Context: an optimization exercise on an open-source flow, tuned for small area. The choices shown serve that exercise and are no tape-out recipe.

==> branch delta: inputs <==
==> flow/design.v <==
package usbAudioPkg;
   typedef struct packed {
      logic       valid;       
      logic       sop;         
      logic       eop;         
      logic       setup;       
      logic [7:0] data;
   } rxPktT;
   typedef struct packed {
      logic       ready;       
      logic       seq;         
      logic       zeroLength;  
      logic [7:0] data;
   } txPktT;
   typedef struct packed {
      logic        direction;   
      logic [1:0]  reqType;     
      logic [4:0]  recipient;
      logic [7:0]  request;
      logic [15:0] value;       
      logic [15:0] index;       
   } setupT;
   typedef struct packed {
      logic signed [15:0] right;
      logic signed [15:0] left;
   } sampleT;
   typedef struct packed {
      logic [15:0] right;
      logic [15:0] left;
   } volumeT;
endpackage
`timescale 1ns/100ps
module setupParser (
   input  logic                Clk,
   input  logic                rst,
   input  logic [3:0]          endpoint,
   input  usbAudioPkg::rxPktT  rx,
   output usbAudioPkg::rxPktT  ep0Rx,
   output usbAudioPkg::setupT  setup,
   output logic                setupDone
);
   logic [3:0] byteCount;    
   logic       startSetup;
   always_comb begin
      ep0Rx       = rx;
      ep0Rx.valid = rx.valid && (endpoint == 4'd0);
   end
   assign startSetup = ep0Rx.valid && ep0Rx.sop && ep0Rx.setup;
   assign setupDone  = ep0Rx.valid && ep0Rx.eop && (byteCount == 4'd8);
   always_ff @(posedge Clk) begin
      if (rst) begin
         byteCount <= 4'd0;
      end else if (startSetup) begin
         byteCount <= 4'd1;                  
      end else if (ep0Rx.valid && byteCount != 4'd0) begin
         if (ep0Rx.eop)
            byteCount <= 4'd0;               
         else if (byteCount != 4'd8)
            byteCount <= byteCount + 4'd1;
      end
   end
   always_ff @(posedge Clk) begin
      if (startSetup) begin
         {setup.direction, setup.reqType, setup.recipient} <= ep0Rx.data;
      end else if (ep0Rx.valid && !ep0Rx.eop) begin
         case (byteCount)
            4'd1:    setup.request      <= ep0Rx.data;
            4'd2:    setup.value[7:0]   <= ep0Rx.data;
            4'd3:    setup.value[15:8]  <= ep0Rx.data;
            4'd4:    setup.index[7:0]   <= ep0Rx.data;
            4'd5:    setup.index[15:8]  <= ep0Rx.data;
            default: ;                       
         endcase
      end
   end
endmodule
`timescale 1ns/100ps
module controlEndpoint (
   input  logic                 Clk,
   input  logic                 rst,
   input  logic                 busReset,
   input  usbAudioPkg::rxPktT   ep0Rx,
   input  usbAudioPkg::setupT   setup,
   input  logic                 setupDone,
   input  logic                 inWaitRequest,
   input  logic                 inAck,
   input  logic                 error,
   output usbAudioPkg::txPktT   tx,
   output logic                 stall,
   output logic [6:0]           address,
   output logic                 active,
   output logic                 mute,
   output usbAudioPkg::volumeT  volume
);
   typedef enum logic [2:0] {
      IDLE, DECODE, SET_DATA, STATUS, SEND, WAIT_ACK, GET_STATUS
   } stateT;
   stateT       state;
   logic        busResetQ;
   logic        ctlRst;
   logic [7:0]  shiftReg;         
   logic [1:0]  bytesLeft;
   logic [15:0] setValue;         
   logic        gotLow;
   logic [15:0] reply;
   logic [1:0]  replyLen;
   logic        getOk, stdOk;
   logic        isStd, isClass, toUnit;
   logic        selMute, selVolL, selVolR, selVol;
   assign isStd   = setup.reqType == 2'b00;
   assign isClass = setup.reqType == 2'b01;
   assign toUnit  = setup.index == {8'd2, 8'd0};    
   assign selMute = toUnit && setup.value == {8'd1, 8'd0};
   assign selVolL = toUnit && setup.value == {8'd2, 8'd1};
   assign selVolR = toUnit && setup.value == {8'd2, 8'd2};
   assign selVol  = selVolL || selVolR;
   assign stdOk = isStd && (setup.request == 8'd5 ||
                            setup.request == 8'd9 ||
                            setup.request == 8'd11);
   always_comb begin
      reply    = 16'h0000;
      replyLen = 2'd2;
      getOk    = 1'b0;
      if (isClass) begin
         case (setup.request)
            8'h81: begin
               getOk = selMute || selVol;
               if (selMute) begin
                  reply    = {15'd0, mute};
                  replyLen = 2'd1;           
               end else if (selVolL) begin
                  reply = volume.left;
               end else begin
                  reply = volume.right;
               end
            end
            8'h82: begin getOk = selVol; reply = 16'h0000; end
            8'h83: begin getOk = selVol; reply = 16'h7FFF; end
            8'h84: begin getOk = selVol; reply = 16'h0001; end
            default: ;
         endcase
      end
   end
   always_ff @(posedge Clk) begin
      if (rst) busResetQ <= 1'b0;
      else     busResetQ <= busReset;
   end
   assign ctlRst = rst || busResetQ;
   always_ff @(posedge Clk) begin
      if (ctlRst) begin
         state         <= IDLE;
         stall         <= 1'b0;
         address       <= 7'd0;
         active        <= 1'b0;                  
         mute          <= 1'b0;
         volume        <= {16'd868, 16'd868};    
         tx.ready      <= 1'b0;
         tx.seq        <= 1'b0;
         tx.zeroLength <= 1'b0;
      end else if (setupDone) begin
         state    <= DECODE;                     
         stall    <= 1'b0;
         tx.ready <= 1'b0;
         tx.seq   <= 1'b1;                       
      end else begin
         case (state)
            IDLE: ;
            DECODE: begin
               gotLow <= 1'b0;
               if (stdOk) begin
                  tx.ready      <= 1'b1;         
                  tx.zeroLength <= 1'b1;
                  state         <= STATUS;
               end else if (isClass && setup.request == 8'h01 && (selMute || selVol)) begin
                  state <= SET_DATA;
               end else if (getOk) begin
                  {shiftReg, tx.data} <= reply;
                  bytesLeft           <= replyLen;
                  tx.ready            <= 1'b1;
                  tx.zeroLength       <= 1'b0;
                  state               <= SEND;
               end else begin
                  stall <= 1'b1;                 
                  state <= IDLE;
               end
            end
            SET_DATA: begin
               if (ep0Rx.valid && ep0Rx.eop) begin
                  if (selMute)      mute         <= setValue[0];
                  else if (selVolL) volume.left  <= setValue;
                  else              volume.right <= setValue;
                  tx.ready      <= 1'b1;
                  tx.zeroLength <= 1'b1;
                  state         <= STATUS;
               end else if (ep0Rx.valid) begin
                  if (!gotLow) setValue[7:0]  <= ep0Rx.data;   
                  else         setValue[15:8] <= ep0Rx.data;
                  gotLow <= 1'b1;
               end
            end
            STATUS: begin
               if (inAck) begin
                  if (isStd && setup.request == 8'd5)
                     address <= setup.value[6:0];
                  if (isStd && setup.request == 8'd11 &&
                      setup.index == {8'd0, 8'd1})
                     active <= setup.value[0];
                  tx.ready <= 1'b0;
                  state    <= IDLE;
               end
            end
            SEND: begin
               if (ep0Rx.valid && ep0Rx.eop) begin
                  tx.ready <= 1'b0;              
                  state    <= IDLE;
               end else if (error) begin
                  {shiftReg, tx.data} <= reply;  
                  bytesLeft           <= replyLen;
               end else if (!inWaitRequest) begin
                  if (bytesLeft == 2'd1) begin
                     tx.ready <= 1'b0;
                     state    <= WAIT_ACK;
                  end else begin
                     {shiftReg, tx.data} <= {8'd0, shiftReg};
                     bytesLeft           <= bytesLeft - 2'd1;
                  end
               end
            end
            WAIT_ACK: begin
               if (error) begin
                  {shiftReg, tx.data} <= reply;
                  bytesLeft           <= replyLen;
                  tx.ready            <= 1'b1;
                  state               <= SEND;
               end else if (inAck) begin
                  tx.seq        <= ~tx.seq;
                  tx.zeroLength <= 1'b1;
                  tx.ready      <= 1'b1;
                  state         <= GET_STATUS;
               end
            end
            GET_STATUS: begin
               if (ep0Rx.valid && ep0Rx.eop) begin
                  tx.ready <= 1'b0;              
                  state    <= IDLE;
               end else if (inAck) begin
                  tx.seq <= ~tx.seq;
               end
            end
            default: state <= IDLE;
         endcase
      end
   end
endmodule
`timescale 1ns/100ps
module audioFifo (
   input  logic                Clk,
   input  logic                rst,
   input  logic                active,
   input  logic [3:0]          endpoint,
   input  usbAudioPkg::rxPktT  rx,
   input  logic                audioClk,      
   output usbAudioPkg::sampleT sample         
);
   localparam int AW = 8;
   localparam int NW = 2**AW;
   logic [32*NW-1:0]    mem;          
   logic                phase;        
   logic [AW+1:0]       wrAddr;       
   logic [AW+1:0]       wrAddrN;      
   logic                wrClr, wrInc, wrEop;    
   logic [7:0]          wrByte;       
   logic [AW+1:0]       wrPtr;        
   logic [AW-1:0]       rdAddr;       
   logic [AW-1:0]       level;
   logic                fifoReady;
   logic [1:0]          audioSync;
   logic                ep1Byte, ep1Eop, audioFall;
   logic [31:0]         col;          
   logic [4*NW-1:0]     laneWr;       
   logic [NW-1:0]       wordWrN;      
   logic [NW-1:0]       rdSel;        
   logic [31:0]         rdWord;
   assign ep1Byte   = active && (endpoint == 4'd1) && rx.valid && !rx.eop;
   assign ep1Eop    = (endpoint == 4'd1) && rx.valid && rx.eop;
   assign audioFall = audioSync == 2'b10;
   always_ff @(posedge Clk)
      phase <= !rst && !phase;
   always_comb begin
      wrPtr = wrAddr;
      if (wrClr)
         wrPtr = '0;
      else if (wrInc)
         wrPtr = wrAddr + 1'b1;
      else if (wrEop)
         wrPtr[1:0] = 2'd0;          
   end
   always_ff @(posedge Clk) begin
      wrClr   <= rst || !active;
      wrInc   <= ep1Byte;
      wrEop   <= ep1Eop;
      wrByte  <= rx.data;
      wrAddr  <= wrPtr;
      wrAddrN <= ~wrPtr;
   end
   always_comb begin
      for (int l = 0; l < 4; l++)
         col[8*l +: 8] = (wrAddr[1:0] == 2'(l)) ? wrByte ^ {8{phase}} : 8'hFF;
      for (int w = 0; w < NW; w++) begin
         wordWrN[w] = !(wrInc && wrAddrN[AW+1:2] == ~AW'(w));
         for (int l = 0; l < 4; l++)
            laneWr[4*w+l] = wrInc && wrAddr == (AW+2)'(4*w+l);
      end
   end
   for (genvar i = 0; i < 32*NW; i++) begin : g_bit
      always_ff @(posedge Clk)
         mem[i] <= ~((mem[i] | laneWr[i/8]) & (col[i%32] | wordWrN[i/32]));
   end
   always_comb begin
      for (int w = 0; w < NW; w++)
         rdSel[w] = rdAddr == AW'(w);
      rdWord = '0;
      for (int w = 0; w < NW; w++)
         rdWord = rdWord | (mem[32*w +: 32] & {32{rdSel[w]}});
   end
   always_ff @(posedge Clk) begin
      level <= wrPtr[AW+1:2] - rdAddr;     
      if (rst) audioSync <= 2'b00;
      else     audioSync <= {audioSync[0], audioClk};
   end
   always_ff @(posedge Clk) begin
      if (rst || !active) begin
         rdAddr    <= '0;
         fifoReady <= 1'b0;
         sample    <= '0;
      end else begin
         if (fifoReady && level < 8'h20)
            fifoReady <= 1'b0;
         else if (!fifoReady && level > 8'h80)
            fifoReady <= 1'b1;
         if (!fifoReady) begin
            sample <= '0;                    
         end else if (audioFall) begin
            sample <= rdWord ^ {32{phase}};
            rdAddr <= rdAddr + 1'b1;
         end
      end
   end
endmodule
`timescale 1ns/100ps
module usbAudio (
   input  logic                 Clk,
   input  logic                 rst,
   input  logic                 busReset,
   input  logic [3:0]           endpoint,
   input  usbAudioPkg::rxPktT   rx,
   input  logic                 inWaitRequest,
   input  logic                 inAck,
   input  logic                 error,
   input  logic                 audioClk,
   output usbAudioPkg::txPktT   tx,
   output logic                 stall,
   output logic [6:0]           address,
   output logic                 active,
   output logic                 mute,
   output usbAudioPkg::volumeT  volume,
   output usbAudioPkg::sampleT  sample
);
   usbAudioPkg::rxPktT ep0Rx;      
   usbAudioPkg::setupT setup;
   logic               setupDone;
   setupParser parser (
      .Clk       (Clk),
      .rst       (rst),
      .endpoint  (endpoint),
      .rx        (rx),
      .ep0Rx     (ep0Rx),
      .setup     (setup),
      .setupDone (setupDone)
   );
   controlEndpoint control (
      .Clk           (Clk),
      .rst           (rst),
      .busReset      (busReset),
      .ep0Rx         (ep0Rx),
      .setup         (setup),
      .setupDone     (setupDone),
      .inWaitRequest (inWaitRequest),
      .inAck         (inAck),
      .error         (error),
      .tx            (tx),
      .stall         (stall),
      .address       (address),
      .active        (active),
      .mute          (mute),
      .volume        (volume)
   );
   audioFifo fifo (
      .Clk      (Clk),
      .rst      (rst),
      .active   (active),
      .endpoint (endpoint),
      .rx       (rx),
      .audioClk (audioClk),
      .sample   (sample)
   );
endmodule
==> flow/run.sh <==
#!/bin/bash
# synth_recipe.tcl (not shown) runs the flow's synth.tcl, then flattens the netlist and writes it again
# the make line also repeats each setting of config.mk as NAME=value (left out here)
make -C /OpenROAD-flow-scripts/flow DESIGN_CONFIG=/design/flow/config.mk WORK_HOME=/design/flow/orfs CLKGATE_MAP_FILE= SYNTH_SCRIPT=/design/flow/synth_recipe.tcl finish
==> flow/config.mk <==
export PLATFORM = sky130hd
export DESIGN_NAME = usbAudio
export DESIGN_NICKNAME = usbAudio
export VERILOG_FILES = /design/flow/design.v
export SDC_FILE = /design/flow/constraint.sdc
export NUM_CORES = 8
export LEC_CHECK = 0
export CAP_MARGIN = 20
export CORE_MARGIN = 2
export CORE_UTILIZATION = 40
export CTS_BUF_LIST = sky130_fd_sc_hd__clkbuf_8
export CTS_CLUSTER_DIAMETER = 60
export CTS_CLUSTER_SIZE = 30
export SLEW_MARGIN = 20
export SYNTH_MEMORY_MAX_BITS = 16384
==> flow/constraint.sdc <==
create_clock -name core_clock -period 10.0 [get_ports {Clk}]
set_input_delay 2.0000 -clock core_clock [delete_from_list [all_inputs] [get_ports {Clk}]]
set_output_delay 2.0000 -clock core_clock [all_outputs]
set_load 0.01 [all_outputs]
==> branch garnet: changes against branch delta <==
==> flow/design.v, changed modules only <==
module audioFifo (
   input  logic                Clk,
   input  logic                rst,
   input  logic                active,
   input  logic [3:0]          endpoint,
   input  usbAudioPkg::rxPktT  rx,
   input  logic                audioClk,      
   output usbAudioPkg::sampleT sample         
);
   localparam int AW = 8;
   localparam int NW = 2**AW;
   logic [32*NW-1:0]    mem;          
   logic                phase;        
   logic [31:0]         memQ;
   logic [AW+1:0]       wrAddr;       
   logic [AW+1:0]       wrAddrN;      
   logic [AW+1:0]       wrNext;
   logic [AW-1:0]       rdAddr;       
   logic [AW-1:0]       level;
   logic                fifoReady;
   logic [1:0]          audioSync;
   logic                ep1Byte, ep1Eop, audioFall;
   logic [7:0]          wrData;
   logic [4*NW-1:0]     wrOn;         
   logic [4*NW-1:0]     wrOff;        
   logic [NW-1:0]       rdSel;        
   logic [31:0]         rdWord;
   assign ep1Byte   = active && (endpoint == 4'd1) && rx.valid && !rx.eop;
   assign ep1Eop    = (endpoint == 4'd1) && rx.valid && rx.eop;
   assign audioFall = audioSync == 2'b10;
   always_ff @(posedge Clk)
      phase <= !rst && !phase;
   assign wrData = rx.data ^ {8{phase}};
   always_comb begin
      for (int w = 0; w < NW; w++)
         for (int l = 0; l < 4; l++) begin
            wrOn[4*w+l]  =   ep1Byte && wrAddr  == (AW+2)'(4*w+l);
            wrOff[4*w+l] = !(ep1Byte && wrAddrN == ~(AW+2)'(4*w+l));
         end
   end
   for (genvar i = 0; i < 32*NW; i++) begin : g_bit
      always_ff @(posedge Clk)
         mem[i] <= ~((mem[i] | wrOn[i/8]) & (wrData[i%8] | wrOff[i/8]));
   end
   always_comb begin
      for (int w = 0; w < NW; w++)
         rdSel[w] = rdAddr == AW'(w);
      rdWord = '0;
      for (int w = 0; w < NW; w++)
         rdWord = rdWord | (mem[32*w +: 32] & {32{rdSel[w]}});
   end
   always_ff @(posedge Clk)
      memQ <= rdWord ^ {32{phase}};
   always_comb begin
      wrNext = wrAddr;
      if (rst || !active)
         wrNext = '0;
      else if (ep1Byte)
         wrNext = wrAddr + 1'b1;
      else if (ep1Eop)
         wrNext[1:0] = 2'd0;         
   end
   always_ff @(posedge Clk) begin
      wrAddr  <= wrNext;
      wrAddrN <= ~wrNext;
   end
   always_ff @(posedge Clk) begin
      level <= wrAddr[AW+1:2] - rdAddr;    
      if (rst) audioSync <= 2'b00;
      else     audioSync <= {audioSync[0], audioClk};
   end
   always_ff @(posedge Clk) begin
      if (rst || !active) begin
         rdAddr    <= '0;
         fifoReady <= 1'b0;
         sample    <= '0;
      end else begin
         if (fifoReady && level < 8'h20)
            fifoReady <= 1'b0;
         else if (!fifoReady && level > 8'h80)
            fifoReady <= 1'b1;
         if (!fifoReady) begin
            sample <= '0;                    
         end else if (audioFall) begin
            sample <= memQ;
            rdAddr <= rdAddr + 1'b1;
         end
      end
   end
endmodule
CORE_UTILIZATION = 60   (was 40)
==> qor summary <==
| quantity | branch garnet | branch delta |
|---|---|---|
| Final weighted congestion in routability-driven placement | 1.775 | 1.295 |
| Effective utilization at floorplan | 0.6019 | 0.4013 |
| Xor/xnor share of the synthesized area | 0.001918 | 0.0009497 |
| Fraction of synthesized area in multiplexers | 0.004945 | 0.006008 |
| Row Count | 254 | 315 |
| Number of buffers inserted during clock tree synthesis | 560 | 630 |
| Status | aborted with a tool error | aborted with a tool error |
| Stage where the flow stopped | 5_1_grt | 5_1_grt |
| Instance area at placement | 309100 sq um | 318500 sq um |
| Fraction of the yosys area taken by sequential cells | 0.5890 | 0.5726 |
| Width of the die | 696.4 um | 862.9 um |
| Synth Instances | 28430 | 29850 |
| Synthesized cell area | 287700 sq um | 295100 sq um |
| Synth Area in Adders | 0.0009394 | 0.0009158 |
| Syn_area_per_cell | 10.12 sq um | 9.886 sq um |
| Register bit total from synthesis | 8426 | 8403 |
| Fraction of post-synthesis cell area in the top cell type by area | 0.5810 | 0.5648 |
| Simple-gate portion of the synthesized area | 0.07327 | 0.09128 |
No functional check of the RTL was part of any run of this note.
